What follows belongs to an exercise in optimizing a design on an open flow for small area and a short achievable clock period; a production flow would make more cautious choices. In this exercise RTL edits were held to simulation tests only and were not proved equivalent to the original. Power figures rest on the tool's default switching activity, not on a simulated workload.

// branch_predictor
module branch_predictor #(
  parameter int unsigned DATA_WIDTH = bp_pkg::BP_DW,
  parameter int unsigned ENTRIES    = bp_pkg::BP_ENTRIES,
  parameter int unsigned CTR_WIDTH  = bp_pkg::BP_CTR_W
) (
  input  logic                  clk,
  input  logic                  rst,
  input  logic [DATA_WIDTH-1:0] PCF,
  output logic                  PredTakenF,
  output logic [DATA_WIDTH-1:0] PredTargetF,
  input  logic                  UpdateE,
  input  logic                  JumpE,
  input  logic [DATA_WIDTH-1:0] PCE,
  input  logic                  TakenE,
  input  logic [DATA_WIDTH-1:0] TargetE,
  input  logic                  PredTakenE,
  input  logic [DATA_WIDTH-1:0] PredTargetE,
  output logic                  MispredictE,
  output logic [DATA_WIDTH-1:0] RedirectPCE,
  output logic [31:0]           BranchCnt,
  output logic [31:0]           MissCnt
);
clock: 7.0 ns
lec_check: 0
cap_margin: 20
core_margin: 2
core_utilization: 60
cts_cluster_diameter: 80
cts_cluster_size: 30
setup_slack_margin: 3
slew_margin: 20
synth_hierarchical: 1
tns_end_percent: 0
standard.sh (not shown) runs the stock make flow with config.mk's settings and CLKGATE_MAP_FILE= SYNTH_SCRIPT=/design/flow/synth_recipe.tcl, a recipe that flattens the netlist after the stock synthesis.
==> flow/flow/run.sh <==
#!/bin/bash
# The standard layout, with two changes to how the resizer may work:
# - the input and output ports are buffered with plain buffers (buf_2)
#   rather than the delay-cell buffers buffer_ports picks by default, so
#   repair_timing can size them;
# - sizing may swap a cell for one with a different footprint.
# make's full output goes to make.log; ORFS keeps each step's log under orfs/logs.
set -euo pipefail
bash standard.sh "BUFFER_PORTS_ARGS=-buffer_cell sky130_fd_sc_hd__buf_2" MATCH_CELL_FOOTPRINT=0 finish > make.log 2>&1
==> next run, changes <==
CTS_CLUSTER_SIZE = 28   (was 30)
PLACE_DENSITY = 0.7   (was unset)
=>
- final cell count hardly moves
- global-route usage goes down by 0.74 points
- total power goes down by about 0.9%

* * *

oak:
branch_predictor, a different RTL version from the one above (not shown whole).
Size: ~1000 flip-flops, about 46000 µm² of cells after synthesis.
Settings: LEC_CHECK=0, CAP_MARGIN=20, CORE_MARGIN=2, CORE_UTILIZATION=60, CTS_BUF_LIST=sky130_fd_sc_hd__clkbuf_8, SETUP_SLACK_MARGIN=3, SLEW_MARGIN=20, SYNTH_HIERARCHICAL=1, TNS_END_PERCENT=0; clock period 7.0 ns.
run.sh (not shown) runs the stock make flow with config.mk's settings and CLKGATE_MAP_FILE= SYNTH_SCRIPT=/design/flow/synth_recipe.tcl, a recipe that flattens the netlist after the stock synthesis.
Stock flow here: none of the scripts above is used.
oak was carried through to the last stage, and its layout satisfied the timing, DRC and antenna checks.
Inputs modified between oak and pine:
# oak
export LEC_CHECK = 0
export CAP_MARGIN = 20
export CORE_MARGIN = 2
export CORE_UTILIZATION = 60
export CTS_BUF_LIST = sky130_fd_sc_hd__clkbuf_8
export SETUP_SLACK_MARGIN = 3
export SLEW_MARGIN = 20
export SYNTH_HIERARCHICAL = 1
export TNS_END_PERCENT = 0
create_clock -name core_clock -period 7.0 [get_ports {clk}]
# pine
export LEC_CHECK = 0
export CAP_MARGIN = 20
export CORE_MARGIN = 2
export CORE_UTILIZATION = 40
export SLEW_MARGIN = 20
export SYNTH_HIERARCHICAL = 1
create_clock -name core_clock -period 7.0 [get_ports {clk}]
## What came out
- Comparing oak against pine, there is no change at all in multiplexer fraction of the synthesized cell area.
- Master of the slowest instance on the critical path = sky130_fd_sc_hd__clkdlybuf4s50_1: pine; master of the slowest instance on the critical path = sky130_fd_sc_hd__and2_1: oak
- Diff oak -> pine: area overhead of the layout relative to synthesis saw a decrease, floorplan die area grew by about 50%, fraction of the cycle the final worst path needs increased by 19 points relative to the old numbers, global-route wire length before repair went down.
- Sort pine and oak by post-route cell area desc -> top: oak
- pine against oak: wire length decreased 3.7%; starting DRC count in detailed routing decreased about 26%; critical path depth increased 4; final core utilization decreased 29 points.

* * *

Setup of the previous run:
The RTL this note starts from:
==> flow/design.v <==
package bp_pkg;
  localparam int unsigned BP_DW      = 32;
  localparam int unsigned BP_ENTRIES = 16;
  localparam int unsigned BP_CTR_W   = 2;
  localparam int unsigned BP_IDX     = $clog2(BP_ENTRIES);
  typedef logic [BP_CTR_W-1:0] ctr_t;
  typedef struct packed {
    logic                      valid;
    logic [BP_DW-BP_IDX-3:0]   tag;
    logic [BP_DW-1:0]          target;
    ctr_t                      ctr;
  } btb_entry_t;
  function automatic logic [31:0] ctr_weak_t(input int unsigned w);
    ctr_weak_t = 32'd1 << (w - 1);
  endfunction
  function automatic logic [31:0] ctr_weak_nt(input int unsigned w);
    ctr_weak_nt = (32'd1 << (w - 1)) - 32'd1;
  endfunction
endpackage
module bp_sat_ctr #(
  parameter int unsigned W = 2
) (
  input  logic [W-1:0] ctr_i,
  input  logic         inc_i,
  input  logic         force_max_i,
  output logic [W-1:0] ctr_o
);
  localparam logic [W-1:0] MAX = '1;
  always_comb begin
    ctr_o = ctr_i;
    if (force_max_i)
      ctr_o = MAX;
    else if (inc_i) begin
      if (ctr_i != MAX) ctr_o = ctr_i + W'(1);
    end else if (ctr_i != '0)
      ctr_o = ctr_i - W'(1);
  end
endmodule
module branch_predictor #(
  parameter int unsigned DATA_WIDTH = bp_pkg::BP_DW,
  parameter int unsigned ENTRIES    = bp_pkg::BP_ENTRIES,
  parameter int unsigned CTR_WIDTH  = bp_pkg::BP_CTR_W
) (
  input  logic                  clk,
  input  logic                  rst,
  input  logic [DATA_WIDTH-1:0] PCF,
  output logic                  PredTakenF,
  output logic [DATA_WIDTH-1:0] PredTargetF,
  input  logic                  UpdateE,
  input  logic                  JumpE,
  input  logic [DATA_WIDTH-1:0] PCE,
  input  logic                  TakenE,
  input  logic [DATA_WIDTH-1:0] TargetE,
  input  logic                  PredTakenE,
  input  logic [DATA_WIDTH-1:0] PredTargetE,
  output logic                  MispredictE,
  output logic [DATA_WIDTH-1:0] RedirectPCE,
  output logic [31:0]           BranchCnt,
  output logic [31:0]           MissCnt
);
  localparam int unsigned IDX_BITS = $clog2(ENTRIES);
  localparam int unsigned TAG_BITS = DATA_WIDTH - IDX_BITS - 2;
  typedef logic [CTR_WIDTH-1:0] lctr_t;
  localparam lctr_t WEAK_T = lctr_t'(bp_pkg::ctr_weak_t(CTR_WIDTH));
  logic [ENTRIES-1:0]    valid_q;
  logic [TAG_BITS-1:0]   tag_q [ENTRIES];
  logic [DATA_WIDTH-1:0] tgt_q [ENTRIES];
  lctr_t                 ctr_q [ENTRIES];
  logic [IDX_BITS-1:0] idx_f;
  logic [TAG_BITS-1:0] tag_f;
  logic [ENTRIES-1:0]  hit_f;
  assign idx_f = PCF[IDX_BITS+1:2];
  assign tag_f = PCF[DATA_WIDTH-1:IDX_BITS+2];
  always_comb begin
    PredTakenF  = 1'b0;
    PredTargetF = '0;
    for (int i = 0; i < int'(ENTRIES); i++) begin
      hit_f[i]    = valid_q[i] && (idx_f == IDX_BITS'(i)) && (tag_q[i] == tag_f);
      PredTakenF  = PredTakenF | (hit_f[i] & ctr_q[i][CTR_WIDTH-1]);
      PredTargetF = PredTargetF | ({DATA_WIDTH{hit_f[i]}} & tgt_q[i]);
    end
  end
  logic [IDX_BITS-1:0] idx_e;
  logic [TAG_BITS-1:0] tag_e;
  lctr_t               ctr_e;
  logic                hit_e;
  lctr_t               ctr_nxt;
  lctr_t               ctr_d;
  logic                wr_e;
  logic                wr_ctr;
  assign idx_e = PCE[IDX_BITS+1:2];
  assign tag_e = PCE[DATA_WIDTH-1:IDX_BITS+2];
  assign ctr_e = ctr_q[idx_e];
  assign hit_e = valid_q[idx_e] && (tag_q[idx_e] == tag_e);
  bp_sat_ctr #(.W(CTR_WIDTH)) u_sat_ctr (
    .ctr_i       (ctr_e),
    .inc_i       (TakenE),
    .force_max_i (JumpE),
    .ctr_o       (ctr_nxt)
  );
  assign wr_e   = UpdateE & TakenE;
  assign wr_ctr = UpdateE & (TakenE | hit_e);
  assign ctr_d  = hit_e ? ctr_nxt : (JumpE ? '1 : WEAK_T);
  assign MispredictE = UpdateE &
                       ((TakenE != PredTakenE) |
                        (TakenE & PredTakenE & (TargetE != PredTargetE)));
  assign RedirectPCE = TakenE ? TargetE : PCE + DATA_WIDTH'(4);
  for (genvar i = 0; i < int'(ENTRIES); i++) begin : g_ent
    logic sel;
    assign sel = (idx_e == IDX_BITS'(i));
    always_ff @(posedge clk) begin
      if (rst)             valid_q[i] <= 1'b0;
      else if (wr_e & sel) valid_q[i] <= 1'b1;
    end
    always_ff @(posedge clk) begin
      if (wr_e & sel) begin
        tag_q[i] <= tag_e;
        tgt_q[i] <= TargetE;
      end
      if (wr_ctr & sel) ctr_q[i] <= ctr_d;
    end
  end
  logic [31:0] branch_cnt_q;
  logic [31:0] miss_cnt_q;
  always_ff @(posedge clk) begin
    if (rst) begin
      branch_cnt_q <= '0;
      miss_cnt_q   <= '0;
    end else begin
      if (UpdateE && branch_cnt_q != '1)   branch_cnt_q <= branch_cnt_q + 32'd1;
      if (MispredictE && miss_cnt_q != '1) miss_cnt_q   <= miss_cnt_q + 32'd1;
    end
  end
  assign BranchCnt = branch_cnt_q;
  assign MissCnt   = miss_cnt_q;
  logic unused_pc_lsb;
  assign unused_pc_lsb = ^{PCF[1:0], PCE[1:0]};
endmodule
clock: 7.0 ns
lec_check: 0
cap_margin: 20
core_margin: 2
core_utilization: 60
setup_slack_margin: 3
slew_margin: 20
tns_end_percent: 0
The flow did not stop early for the previous run: all stages ran, and the layout cleared the timing, DRC and antenna checks.
> inputs changed (the previous run -> the current run)
- changing CORE_UTILIZATION from 60 to 40
- removing TNS_END_PERCENT (formerly 0)
- removing SETUP_SLACK_MARGIN (formerly 3)
### Flow results
- No stage failed in the current run, and the final checks on the layout all came back clean.
- Slowest cell on the critical path: xor2_1 -> the previous run, clkdlybuf4s50_1 -> the current run
- As far as compound-gate portion of the synthesized area goes, the previous run and the current run are indistinguishable; the numbers are identical.
- Diff the previous run -> the current run: arrival time reported for the critical path endpoint up 1.29 ns; routed wire length moved down; number of global-route vias before repair dropped 2961; final cell area excluding filler cells lower; actual transition at the worst max-transition pin now sits higher.
- The current run: wire length on met2 is 1.6 mm lower than what the previous run reported.

[what the ideal ports hide]
How much do the figures lean on ideal ports? The routed layouts below were timed once more, with nothing changed but the port constraints. Step 1: set_driving_cell puts a clkbuf_16 on clk and a buf_2 on each other input, an assumption about the parent block. Step 2 adds t to the input delays and takes it off the output delays; t is the mean of the earliest and latest rising clock arrival at the registers after step 1. Input paths then give back, and output paths get back, about the clock's delay inside the block. a / b / c = ideal ports / drivers / drivers and shift; a / b = the first two.
| run | t (ns) | setup slack, ns | clock arrival spread, ns |
|---|---|---|---|
| the first run of note 1 | 0.734 | 1.504 / 1.452 / 0.718 | 0.036 / 0.036 |
| the second run of note 1 | 0.734 | 1.527 / 1.494 / 1.290 | 0.048 / 0.048 |
| oak | 0.930 | 1.545 / 1.479 / 0.741 | 0.064 / 0.064 |
| pine | 0.790 | 0.234 / 0.212 / 0.212 | 0.038 / 0.039 |
| the previous run | 0.769 | 1.367 / 1.335 / 1.085 | 0.052 / 0.052 |
| the current run | 0.774 | 0.076 / 0.041 / 0.041 | 0.040 / 0.039 |
After both steps setup and hold are still met in every run listed. For oak, which loses most, drivers alone change the setup slack by -0.066 ns; drivers and shift together by -0.804 ns.
